Background: an optimization exercise with open tools, aiming at small area, a short achievable clock period and few clock cycles per item. Do not read the settings as production practice.
Function was checked by simulation only, so behaviour that the tests miss may differ from the original.

==> flow/design.v, too long to show whole: its modules and the start of the top module <==
// module score_fifo: 47 lines
// module fp32_mul_unit: 13 lines
// module fp32_add_unit: 21 lines
// module fadd_swap: 14 lines
// module fadd_rshift: 3 lines
// module fadd_mant: 3 lines
// module fadd_lzc: 17 lines
// module fadd_lshift: 3 lines
// module fadd_out: 6 lines
// module dot_stage_a: 15 lines
// module dot_stage_b: 10 lines
// module mant_mul: 2157 lines
// module csa_fa: 10 lines
// module booth_xor: 7 lines
// module booth_ao: 9 lines
// module csa_maj: 8 lines
// module csa_ha: 9 lines
// module bk_add25: 172 lines
// module bk_carry23: 77 lines
// module bk_add24: 165 lines
// module score_scale_mask: 14 lines
// module attn_credit_ctrl: 24 lines
// module attn_score_top: 94 lines
module attn_score_top (
    input  logic               clk,
    input  logic               rst_n,
    input  logic               in_valid,
    input  attn_pkg::qk_pair_s in_pair,
    input  logic               causal_en,
    input  logic               out_credit,
    output logic               in_credit,
    output logic               out_valid,
    output attn_pkg::score_s   out_score
);
  // ...
==> flow/run.sh <==
#!/bin/bash
# synth_recipe.tcl (not shown) runs the flow's synth.tcl, then flattens the netlist and writes it again
# the make line also repeats each setting of config.mk as NAME=value (left out here)
make -C /OpenROAD-flow-scripts/flow DESIGN_CONFIG=/design/flow/config.mk WORK_HOME=/design/flow/orfs CLKGATE_MAP_FILE= SYNTH_SCRIPT=/design/flow/synth_recipe.tcl finish
==> flow/config.mk <==
export PLATFORM = sky130hd
export DESIGN_NAME = attn_score_top
export DESIGN_NICKNAME = attn_score_top
export VERILOG_FILES = /design/flow/design.v
export SDC_FILE = /design/flow/constraint.sdc
export NUM_CORES = 4
export LEC_CHECK = 0
export CAP_MARGIN = 20
export CORE_MARGIN = 2
export CORE_UTILIZATION = 40
export SLEW_MARGIN = 20
export SYNTH_HIERARCHICAL = 1
export SYNTH_MINIMUM_KEEP_SIZE = 0
==> flow/constraint.sdc <==
create_clock -name core_clock -period 135.0 [get_ports {clk}]
set_input_delay 27.0000 -clock core_clock [delete_from_list [all_inputs] [get_ports {clk}]]
set_output_delay 27.0000 -clock core_clock [all_outputs]
set_load 0.01 [all_outputs]
==> flow_summary.ini, run 1 <==
[cells_and_area]
multi_input_area_share = 0.742
finish.net_count = 11216

[worst_setup_path]
timing.critical_path.from = i_ctrl.send
worst_r2r_path_depth = 75
reg2reg_from = s1_q[23]

[drt]
vias = 71267
postRouteAntennaNets = 0
drt_wl_cell_microns = 23.1
routed-wl-met3_microns = 21500
drt-met1-wl_microns = 126000
wl_met2_microns = 122000

[floorplanning]
die_width_microns = 477
tapcell.inserted = 2975
die_area_sq_mm = 0.228

[cts]
clkTransAtPathRegs_ns = 0.06
cts_tree = built
numCtsBuffers = 67

[logic_synthesis]
synthesis.instances = 8500

[grt]
groute.layer.met2.usage = 0.367
gr-usage-all-layers = 0.240

[placement]
gp_congestion = 0.924

[run_status]
outcome = no timing/DRC/antenna violations

[timing]
rsz0062_at_grt = no

[worst_hold_path]
timing.hold.worst.class = flip-flop to flip-flop
Testbench counts, summed over its fixed seeds: cycles 1,944, items 1,920.
==> module fadd_swap, before the edit <==
module fadd_swap (input logic [31:0] a, input logic [31:0] b, output logic [31:0] x, output logic [22:0] yf, output logic [7:0] d);
    logic [8:0]  dab;
    logic [7:0]  dba;
    logic        e_lt, e_eq, f_gt, a_big;
    assign dab   = {1'b0, a[30:23]} - {1'b0, b[30:23]};
    assign dba   = b[30:23] - a[30:23];
    assign e_lt  = dab[8];
    assign e_eq  = (a[30:23] == b[30:23]);
    assign f_gt  = a[22:0] > b[22:0];
    assign a_big = !e_lt && (!e_eq || f_gt);
    assign x     = a_big ? a : b;
    assign yf    = a_big ? b[22:0] : a[22:0];
    assign d     = e_lt ? dba : dab[7:0];
endmodule
==> run 2: changes to the inputs <==
--- a/flow/design.v
+++ b/flow/design.v
@@ -104,14 +104,9 @@
 module fadd_swap (input logic [31:0] a, input logic [31:0] b, output logic [31:0] x, output logic [22:0] yf, output logic [7:0] d);
-    logic [8:0]  dab;
-    logic [7:0]  dba;
-    logic        e_lt, e_eq, f_gt, a_big;
-    assign dab   = {1'b0, a[30:23]} - {1'b0, b[30:23]};
-    assign dba   = b[30:23] - a[30:23];
-    assign e_lt  = dab[8];
-    assign e_eq  = (a[30:23] == b[30:23]);
-    assign f_gt  = a[22:0] > b[22:0];
-    assign a_big = !e_lt && (!e_eq || f_gt);
+    logic        a_big;
+    logic [7:0]  ye;
+    assign a_big = a[30:0] > b[30:0];
     assign x     = a_big ? a : b;
     assign yf    = a_big ? b[22:0] : a[22:0];
-    assign d     = e_lt ? dba : dab[7:0];
+    assign ye    = a_big ? b[30:23] : a[30:23];
+    assign d     = x[30:23] - ye;
 endmodule
==> flow/flow/run.sh (new file) <==
#!/bin/bash
# Standard layout with one change: the input and output port buffers are
# sky130_fd_sc_hd__buf_1 instead of the flow's default buffer cell.
set -euo pipefail
export BUFFER_PORTS_ARGS="-buffer_cell sky130_fd_sc_hd__buf_1"
bash standard.sh > standard_flow.log 2>&1
==> flow/standard.sh (new file) <==
#!/bin/bash
# synth_recipe.tcl (not shown) runs the flow's synth.tcl, then flattens the netlist and writes it again
# the make line also repeats each setting of config.mk as NAME=value (left out here)
make -C /OpenROAD-flow-scripts/flow DESIGN_CONFIG=/design/flow/config.mk WORK_HOME=/design/flow/orfs CLKGATE_MAP_FILE= SYNTH_SCRIPT=/design/flow/synth_recipe.tcl "${@:-finish}"
removed: flow/run.sh
==> run 2 against run 1 <==
Against the previous run:
- hold slack improved by 0.00077 ns
- die area fell by 0.64%
- sequential cell count did not move
- non-clock buffer count fell by 7
- clock skew rose by 0.043 ns
- critical path depth did not move
- routed wire length fell by 1.6%
- global-route usage barely moved
- fmax rose by 1.3%
- sequential share of layout area rose by 0.33 points
- critical path type unchanged
==> flow_summary.ini, run 2 <==
[worst_setup_path]
end_kind = output pin
critPathLaunchType = flip-flop
cp_num_cells = 1
worst_r2r_path_depth = 79
worst_path_dominant_cell_family = flip-flops
crit_path_max_fanout = 1
worst_setup_path_category = flip-flop to output pin
cpPeakStageDelay_ns = 0.45
path_cells = buf_1
critPathArrivalTime_ns = 1.35
worstPathBufferInverterCount = 1
crit_required_ns = 108.00
slowest_stage_cell_cp = sky130_fd_sc_hd__edfxtp_1

[floorplanning]
boundaryPins = 567
die_height_microns = 476
rows = 173
die_width_microns = 476
initial_core_util = 0.401
core_area_sq_mm = 0.222
die_area_sq_mm = 0.226

[drt]
postRouteAntennaNets = 0
wirelength_microns = 274000
drt_wl_cell_microns = 22.7
vias = 71732
vias_per_cell = 5.95
detail_route.drc_violations = 0
drtIter0Drc = 5777
drt_first_pass_iters = 6

[timing]
rsz0062_at_grt = no
clock_skew_ns = 0.0692
finalHoldWorstSlack_ns = 0.326
final_min_period_over_clock_period = 0.210
slew_headroom = 0.185
max_clock_freq_mhz = 35.3
report.final.hold_viol_count = 0
fin_setup_tns_ns = 0
timing.final.max_slew_violations = 0
timing.final.setup_violations = 0
timing_worst_slew_pin_value_ns = 1.22
fin_crit_period_ns = 28.35

[grt]
gr-usage-all-layers = 0.240
first_global_vias = 73867
grt_max_degree = 68
global_route.overflow_total = 0
busiest_layer = met2
global_route.usage.met1 = 0.336
first_pass_grt_wire_length_microns = 429000
grtUsageMet3 = 0.0398
groute.layer.met2.usage = 0.378
antenna_found_initial = 4

[run_status]
outcome = no timing/DRC/antenna violations

[cts]
clk_latency_ns = 0.73
htreeDepth = 3
cts_buffer_depth = 3
cts.repair.resized = 0
cts_root_buf = sky130_fd_sc_hd__clkbuf_16
numCtsBuffers = 68
post_cts_hold_buffer_count = 0
clkTransAtPathRegs_ns = 0.06
cts_post_setup_buffers_inserted = 0
clock-sinks = 541
cts_tree = built

[logic_synthesis]
syn-cell-area_sq_mm = 0.0889
yosys_warnings = 10
synthesis.instances = 8560
syn_avg_cell_area_sq_um = 10.4

[worst_hold_path]
timing.hold.worst.class = flip-flop to flip-flop
worstHoldPathCells = 0

[cells_and_area]
area_growth_syn_to_layout_pct = 9.36
drive_above_1_share = 0.0882
mostFrequentLayoutCells = sky130_fd_sc_hd__xor2_1, sky130_fd_sc_hd__a22o_1, sky130_fd_sc_hd__fa_1, sky130_fd_sc_hd__ha_1, sky130_fd_sc_hd__nand2_1
reg_top3 = k_q (128), q_q (128), i_fifo.mem (120)
finish.net_count = 11231
mostFrequentLayoutCell = sky130_fd_sc_hd__xor2_1
layout.cell_area.non_filler_sq_mm = 0.0973

[placement]
postPlaceCellArea_sq_mm = 0.0948
gp_congestion = 0.918
place_hpwl_microns = 208000
port_buffers = 310

[flow_run]
number_of_maximum_capacitance_constraint_violations = 0
==> run 2: per-layer routing <==
layer / part of all wire / wire (microns)
met1: 0.45 / 122000
met3: 0.074 / 20300
met2: 0.45 / 123000
met5: 0.00029 / 79
met4: 0.030 / 8280
==> run 2: through the flow <==
| stage | utilization | setup WS, ns | cells |
|---|---|---|---|
| 6_report | 0.439 | 106.65 | 12058 |
| 4_1_cts | 0.439 | 106.56 | 12055 |
| 2_1_floorplan | - | 107.35 | 8612 |
| 5_1_grt | 0.439 | 106.58 | 12057 |
| 3_5_place_dp | 0.428 | 107.24 | 11932 |
| 3_3_place_gp | 0.428 | 107.25 | 11932 |
==> run 2: path summary, 6_finish.rpt <==
check	start	endpoint	slack [ns]
setup / recovery	i_fifo.head[8]	out_score[8]	106.65
hold / removal	col_q[2]	col_q2[2]	0.33
setup reg to reg	p2_q[30]	i_fifo.head[38]	111.46
hold reg to reg	col_q[2]	col_q2[2]	0.33
max in group asynchronous	rst_n	i_ctrl.send	108.26
min in group asynchronous	rst_n	i_ctrl.credit_cnt[0]	26.31
==> run 2: final cells by class <==
type | instances | area [sq um]
clock buffers | 83 | 1880
multi-input cells | 7337 | 73600
diodes | 2 | 5.00
clock inverters | 40 | 498
inverters | 501 | 1880
flip-flops and latches | 541 | 12500
repair buffers | 579 | 3200
fillers | 21211 | 124000
well taps | 2975 | 3720
Testbench counts of run 2, summed over its fixed seeds: cycles 1,944, items 1,920.
==> run 3: changes to the inputs <==
--- a/flow/config.mk
+++ b/flow/config.mk
@@ -10,2 +10,3 @@
 export CORE_UTILIZATION = 40
+export GPL_TIMING_DRIVEN = 0
 export SLEW_MARGIN = 20
==> run 3 against run 2 <==
Against the previous run:
- first-iteration DRC count up 7.8%
- critical path depth up 1
- via count up 0.59%
- core utilization up 0.15 points
- register-to-register slack better by 1.6 ns
- die area unchanged
- final area up 0.35%
- highest routed layer is now met4
- hold slack worse by 0.00093 ns
- largest cell class unchanged
- cell count up 0.11%
==> flow_summary.ini, run 3 <==
[run_status]
outcome = no timing/DRC/antenna violations

[cts]
cts_tree = built
numCtsBuffers = 66
htreeDepth = 3
clkTransAtPathRegs_ns = 0.06
cts.repair.resized = 0
cts_post_setup_buffers_inserted = 0
cts_root_buf = sky130_fd_sc_hd__clkbuf_16
clock-sinks = 541
cts_buffer_depth = 3
clk_latency_ns = 0.73
post_cts_hold_buffer_count = 0

[grt]
grt_max_degree = 31
groute.layer.met2.usage = 0.392
first_pass_grt_wire_length_microns = 443000
grtUsageMet3 = 0.0393
antenna_found_initial = 4
gr-usage-all-layers = 0.249
busiest_layer = met2
global_route.usage.met1 = 0.351
global_route.overflow_total = 0
first_global_vias = 74420

[floorplanning]
initial_core_util = 0.401
core_area_sq_mm = 0.222
die_height_microns = 476
rows = 173
die_area_sq_mm = 0.226
die_width_microns = 476
boundaryPins = 567

[worst_setup_path]
worst_setup_path_category = flip-flop to output pin
r2r-end = i_fifo.head[38]
critPathLaunchType = flip-flop
reg2reg_from = p2_q[26]
cpPeakStageDelay_ns = 0.40
crit_required_ns = 108.00
critPathArrivalTime_ns = 1.36
reg2reg_slack_ns = 113.08
timing.critical_path.from = i_ctrl.send
end_kind = output pin
worst_r2r_path_depth = 82
path_cells = buf_4 > buf_1
worstSetupEndpoint = out_valid
crit_path_max_fanout = 4
slowest_stage_cell_cp = sky130_fd_sc_hd__dfrtp_1

[cells_and_area]
layout.cell_area.non_filler_sq_mm = 0.0976
finish.net_count = 11247
mostFrequentLayoutCells = sky130_fd_sc_hd__xor2_1, sky130_fd_sc_hd__a22o_1, sky130_fd_sc_hd__fa_1, sky130_fd_sc_hd__ha_1, sky130_fd_sc_hd__nand2_1
area_growth_syn_to_layout_pct = 9.74
mostFrequentLayoutCell = sky130_fd_sc_hd__xor2_1
final_util = 0.440
final_cell_count_no_fill = 12071
drive_above_1_share = 0.0829
reg_top3 = k_q (128), q_q (128), i_fifo.mem (120)
filler_cell_count = 21410

[timing]
worst_slack_ns = 106.64
rsz0062_at_grt = no
slew_headroom = 0.175
clock_skew_ns = 0.0508
fin_crit_period_ns = 28.36
timing.final.setup_violations = 0
max_clock_freq_mhz = 35.3
final_min_period_over_clock_period = 0.210
report.final.hold_viol_count = 0
fin_setup_tns_ns = 0
timing_worst_slew_pin_value_ns = 1.24
timing.final.max_slew_violations = 0

[logic_synthesis]
syn_avg_cell_area_sq_um = 10.4
synthesis.instances = 8560
yosys_warnings = 10
syn-cell-area_sq_mm = 0.0889

[placement]
setup_ws_pre_cts_ns = 107.24
place_hpwl_microns = 221000
postPlaceCellArea_sq_mm = 0.0952
gp_congestion = 0.939
port_buffers = 310
placedCellCount = 11948

[drt]
drt_wl_cell_microns = 23.5
vias_per_cell = 5.98
drt_first_pass_iters = 8
postRouteAntennaNets = 0
detail_route.drc_violations = 0
drtIter0Drc = 6227
vias = 72153
wirelength_microns = 284000

[worst_hold_path]
timing.hold.worst.class = flip-flop to flip-flop

[flow_run]
number_of_maximum_capacitance_constraint_violations = 0
[run 3: critical path: cells and delay by family, from the launching register on]
| kind | cells | cell delay [ns] |
|---|---|---|
| buffers and inverters | 2 | 0.26 |
| DFF | 1 | 0.40 |
[run 3: through the flow]
stage / hold slack, ns
detailed placement: 0.314
CTS: 0.318
finish: 0.325
global route: 0.332
floorplan: 0.310
global placement: 0.313
[run 3: worst min path at each step]
stage | start | slack (ns) | endpoint | cells past startpoint
after floorplan | col_q[0] | 0.31 | col_q2[0] | 0
after global placement | col_q[2] | 0.31 | col_q2[2] | 0
after detailed placement | row_q[2] | 0.31 | row_q2[2] | 0
after CTS | col_q[0] | 0.32 | col_q2[0] | 0
after global routing | col_q[2] | 0.33 | col_q2[2] | 0
final | row_q[2] | 0.33 | row_q2[2] | 0
[run 3: area by class of cell]
| type | count | area [sq um] | area share |
|---|---|---|---|
| Antenna cell | 1 | 2.50 | 0.0000256 |
| Buffer | 233 | 1570 | 0.0161 |
| Sequential cell | 541 | 12500 | 0.128 |
| Multi-Input combinational cell | 7337 | 73600 | 0.754 |
| Inverter | 501 | 1880 | 0.0193 |
| Clock buffer | 79 | 1790 | 0.0184 |
| Clock inverter | 40 | 498 | 0.00510 |
| Timing Repair Buffer | 364 | 2040 | 0.0209 |
| Tap cell | 2975 | 3720 | 0.0381 |
[run 3: per-layer routing]
| metal | vias up | wire, microns |
|---|---|---|
| li1 | 32217 | - |
| met1 | 36429 | 127000 |
| met2 | 3048 | 127000 |
| met3 | 459 | 20600 |
| met4 | 0 | 8480 |
| met5 | - | 0 |

## afterwards: timing with drivers on the ports
The flow's constraints put no driver on any port. The routed layouts listed below were extracted and timed again, unchanged, in two steps.
Step 1 (the two cells are an assumption about what drives the block):
set clk [get_ports {clk}]
set_driving_cell -lib_cell sky130_fd_sc_hd__clkbuf_16 $clk
set_driving_cell -lib_cell sky130_fd_sc_hd__buf_2 [delete_from_list [all_inputs] $clk]
Step 2 times the ports against the registers' clock, not the clock port: input delays grow and output delays shrink by t, the midpoint of the rising clock arrivals with the driver on.
Three values: no drivers, after step 1, after step 2; two values: the first two.
run	t (ns)	setup WS [ns]	worst hold slack (ns)	worst slew at a driven data input, ns	cell pins on the clock port's net
run 1	0.797	106.294 / 106.203 / 106.797	0.325 / 0.325 / 0.325	0.06	1
run 2	0.781	106.649 / 106.566 / 107.224	0.326 / 0.326 / 0.326	0.05	1
run 3	0.785	106.644 / 106.558 / 107.228	0.325 / 0.325 / 0.325	0.05	1
After both steps every run listed still meets setup and hold.
